From an optimization exercise on the open Yosys and OpenROAD flow, aimed at small area, a short achievable clock period and few clock cycles per item; shortcuts taken in it are not production practice.
Power figures rest on the tool's default switching activity, not on a simulated workload.

==> flow/design.v (excerpt) <==
module tone_pattern_sequencer_top (
  input  wire logic                  clk_i,
  input  wire logic                  rst_ni,
  input  wire logic                  in_valid_i,
  output logic                       in_stall_o,
  input  wire logic [2:0]            operation_i,
  input  wire logic [TIME_BITS-1:0]  now_ms_i,
  input  wire logic [3:0]            pattern_id_i,
  input  wire logic [15:0]           custom_freq_hz_i,
  input  wire logic [15:0]           custom_duty_i,
  input  wire logic [15:0]           custom_length_ms_i,
  input  wire logic                  enable_value_i,
  output logic                       out_valid_o,
  input  wire logic                  out_stall_i,
  output logic                       tone_on_o,
  output logic [FREQ_BITS-1:0]       tone_freq_hz_o,
  output logic [DUTY_BITS-1:0]       tone_duty_o,
  output logic                       busy_res_o,
  ...
Size in the first run: roughly 150 flip-flops, ~11000 um^2 of cells after synthesis.
export LEC_CHECK = 0
export CAP_MARGIN = 20
export CORE_MARGIN = 2
export CORE_UTILIZATION = 40
export SETUP_SLACK_MARGIN = 3.0
export SLEW_MARGIN = 20
export TNS_END_PERCENT = 5
create_clock -name core_clock -period 5.5 [get_ports {clk_i}]
run.sh (not shown) runs the stock make flow with config.mk's settings and CLKGATE_MAP_FILE= SYNTH_SCRIPT=/design/flow/synth_recipe.tcl, a recipe that flattens the netlist after the stock synthesis.
Change:
--- a/flow/design.v
+++ b/flow/design.v
@@ -204,46 +204,48 @@
       3'd1:    t = {16'd880,  8'd90, tps_pkg::LVL_NORMAL};
       3'd2:    t = {16'd1568, 8'd90, tps_pkg::LVL_NORMAL};
       3'd3:    t = {16'd1568, 8'd60, tps_pkg::LVL_NORMAL};
       3'd4:    t = {16'd1175, 8'd60, tps_pkg::LVL_NORMAL};
       3'd5:    t = {16'd3000, 8'd25, tps_pkg::LVL_STRONG};
       3'd6:    t = {16'd1175, 8'd60, tps_pkg::LVL_NORMAL};
       3'd7:    t = {16'd880,  8'd70, tps_pkg::LVL_STRONG};
       default: t = {16'd0,    8'd0,  tps_pkg::LVL_OFF};
     endcase
     first_step = t;
   endfunction
   function automatic tps_pkg::time_t add_16(tps_pkg::time_t a, logic [15:0] b);
-    logic [31:0] g, p, gg, pp, ng, np;
-    logic [31:0] c;
+    logic [15:0] g, p, gg, pp, ng, np, c;
+    logic [15:0] hp;
     int          lvl, i, k;
-    g = {16'd0, a[15:0] & b};
-    p = {a[31:16], a[15:0] ^ b};
+    g  = a[15:0] & b;
+    p  = a[15:0] ^ b;
     gg = g;
     pp = p;
-    for (lvl = 0; lvl < 5; lvl = lvl + 1) begin
+    for (lvl = 0; lvl < 4; lvl = lvl + 1) begin
       ng = gg;
       np = pp;
-      for (i = 0; i < 32; i = i + 1) begin
+      for (i = 0; i < 16; i = i + 1) begin
         if (((i >> lvl) & 1) == 1) begin
           k = ((i >> lvl) << lvl) - 1;
           ng[i] = gg[i] | (pp[i] & gg[k]);
           np[i] = pp[i] & pp[k];
         end
       end
       gg = ng;
       pp = np;
     end
-    c = {gg[30:0], 1'b0};
-    add_16 = p ^ c;
+    c = {gg[14:0], 1'b0};
+    hp[0] = 1'b1;
+    for (i = 1; i < 16; i = i + 1) hp[i] = hp[i-1] & a[16+i-1];
+    add_16 = {a[31:16] ^ (hp & {16{gg[15]}}), p ^ c};
   endfunction
   function automatic logic ge_32(tps_pkg::time_t a, tps_pkg::time_t b);
     logic [31:0] g, e;
     int          w, i;
     g = a & ~b;
     e = ~(a ^ b);
     for (w = 32; w > 1; w = w / 2) begin
       for (i = 0; i < w / 2; i = i + 1) begin
         g[i] = g[2*i+1] | (e[2*i+1] & g[2*i]);
         e[i] = e[2*i+1] & e[2*i];
       end
     end
@@ -260,50 +262,54 @@
   logic           is_wait, ends;
   logic [15:0]    rep;
   logic           ge;
   tps_pkg::time_t now_plus, next_rep;
   logic           cust_zero;
   tps_pkg::pat_t  new_pat;
   logic           op_tick, op_start, op_cust, op_stop, op_en;
   logic           t_begin;
   tps_pkg::step_t tstp, sstp;
   tps_pkg::freq_t tfreq, sfreq;
   tps_pkg::duty_t tduty, sduty, cduty;
   logic           ton, son;
+  logic [7:0]     sdur;
+  tps_pkg::step_t dstp;
   assign op_tick  = (operation_i == OP_TICK);
   assign op_start = (operation_i == OP_START);
   assign op_cust  = (operation_i == OP_CUSTOM);
   assign op_stop  = (operation_i == OP_STOP);
   assign op_en    = (operation_i == OP_ENABLE);
   assign is_wait  = (ev_q == EV_R6) || (ev_q == EV_R7);
   assign ends     = ((ev_q == EV_R6) && !wnz_i) || ((ev_q == EV_R7) && !enz_i);
   assign rep      = (ev_q == EV_E7) ? cfg_i.error_repeat_ms : cfg_i.warning_repeat_ms;
   assign next_rep = add_16(start_q, rep);
   assign cust_zero = (cust_freq_i == '0) || (cust_duty_i == '0) || (cust_len_i == '0);
   assign new_pat   = pattern_id_i[3] ? PAT_NONE : pattern_id_i[2:0];
   assign ge = ge_32(now_i, due_q);
   assign tstp    = ev_step(ev_q);
   assign t_begin = (tstp.dur != '0) && !ends;
   assign tduty   = (tstp.level == tps_pkg::LVL_NORMAL) ? cfg_i.normal_duty :
                    (tstp.level == tps_pkg::LVL_STRONG) ? cfg_i.strong_duty : '0;
   assign ton     = (tstp.freq != '0) && (tduty != '0) && !ends;
   assign tfreq   = ton ? tstp.freq : '0;
   assign sstp  = first_step(new_pat);
   assign sduty = (sstp.level == tps_pkg::LVL_NORMAL) ? cfg_i.normal_duty :
                  (sstp.level == tps_pkg::LVL_STRONG) ? cfg_i.strong_duty : '0;
   assign son   = (sstp.freq != '0) && (sduty != '0);
   assign sfreq = son ? sstp.freq : '0;
   assign cduty = (|cust_duty_i[15:10]) ? 10'h3FF : cust_duty_i[9:0];
-  assign now_plus = add_16(now_i, op_cust  ? cust_len_i :
-                                  op_start ? 16'(sstp.dur) : 16'(tstp.dur));
+  assign dstp     = first_step(pattern_id_i[2:0]);
+  assign sdur     = dstp.dur;
+  assign now_plus = add_16(now_i, operation_i[1] ? cust_len_i :
+                                  operation_i[0] ? 16'(sdur) : 16'(tstp.dur));
   always_comb begin
     en_d    = en_q;
     cust_d  = cust_q;
     on_d    = on_q;
     ev_d    = ev_q;
     due_d   = due_q;
     start_d = start_q;
     freq_d  = freq_q;
     duty_d  = duty_q;
     if (take_i) begin
       if (op_tick) begin
         if (ends) ev_d = EV_IDLE;
Outcome: Die area is higher slightly. Routed wire length is higher by roughly a tenth. Area after synthesis is higher by a few percent. Global-route usage is higher by 2.0 points. Count of clock-buffer cells in the layout is higher by 3. Clock power is higher by a little under a tenth. Flip-flop and latch count does not change. Non-clock buffer count is higher by 11.
Function was not checked in any run of this note: the RTL went through the layout flow alone.

-- re-timing with driven ports --
The flow's constraints put no driver on any port. The routed layouts listed below were extracted and timed again, unchanged, in two steps.
Step 1 assumes that a clkbuf_16 drives the clock port and a buf_2 every other input.
Step 2 times the ports against the registers' clock, not the clock port: input delays grow and output delays shrink by t, the midpoint of the rising clock arrivals with the driver on.
Slacks: no drivers / after step 1 / after step 2; pairs: no drivers / after step 1.
run	t, ns	slack for setup (ns)	worst setup path at the end	clock arrival spread, ns	worst slew at a driven data input, ns
the first run	0.489	1.613 / 1.594 / 1.105	input to register	0.017 / 0.018	0.09
the second run	0.485	1.627 / 1.627 / 1.199	input to register	0.021 / 0.021	0.08
After both steps setup and hold are still met in every run listed. For the first run, which loses most, drivers alone change the setup slack by -0.019 ns; drivers and shift together by -0.508 ns.
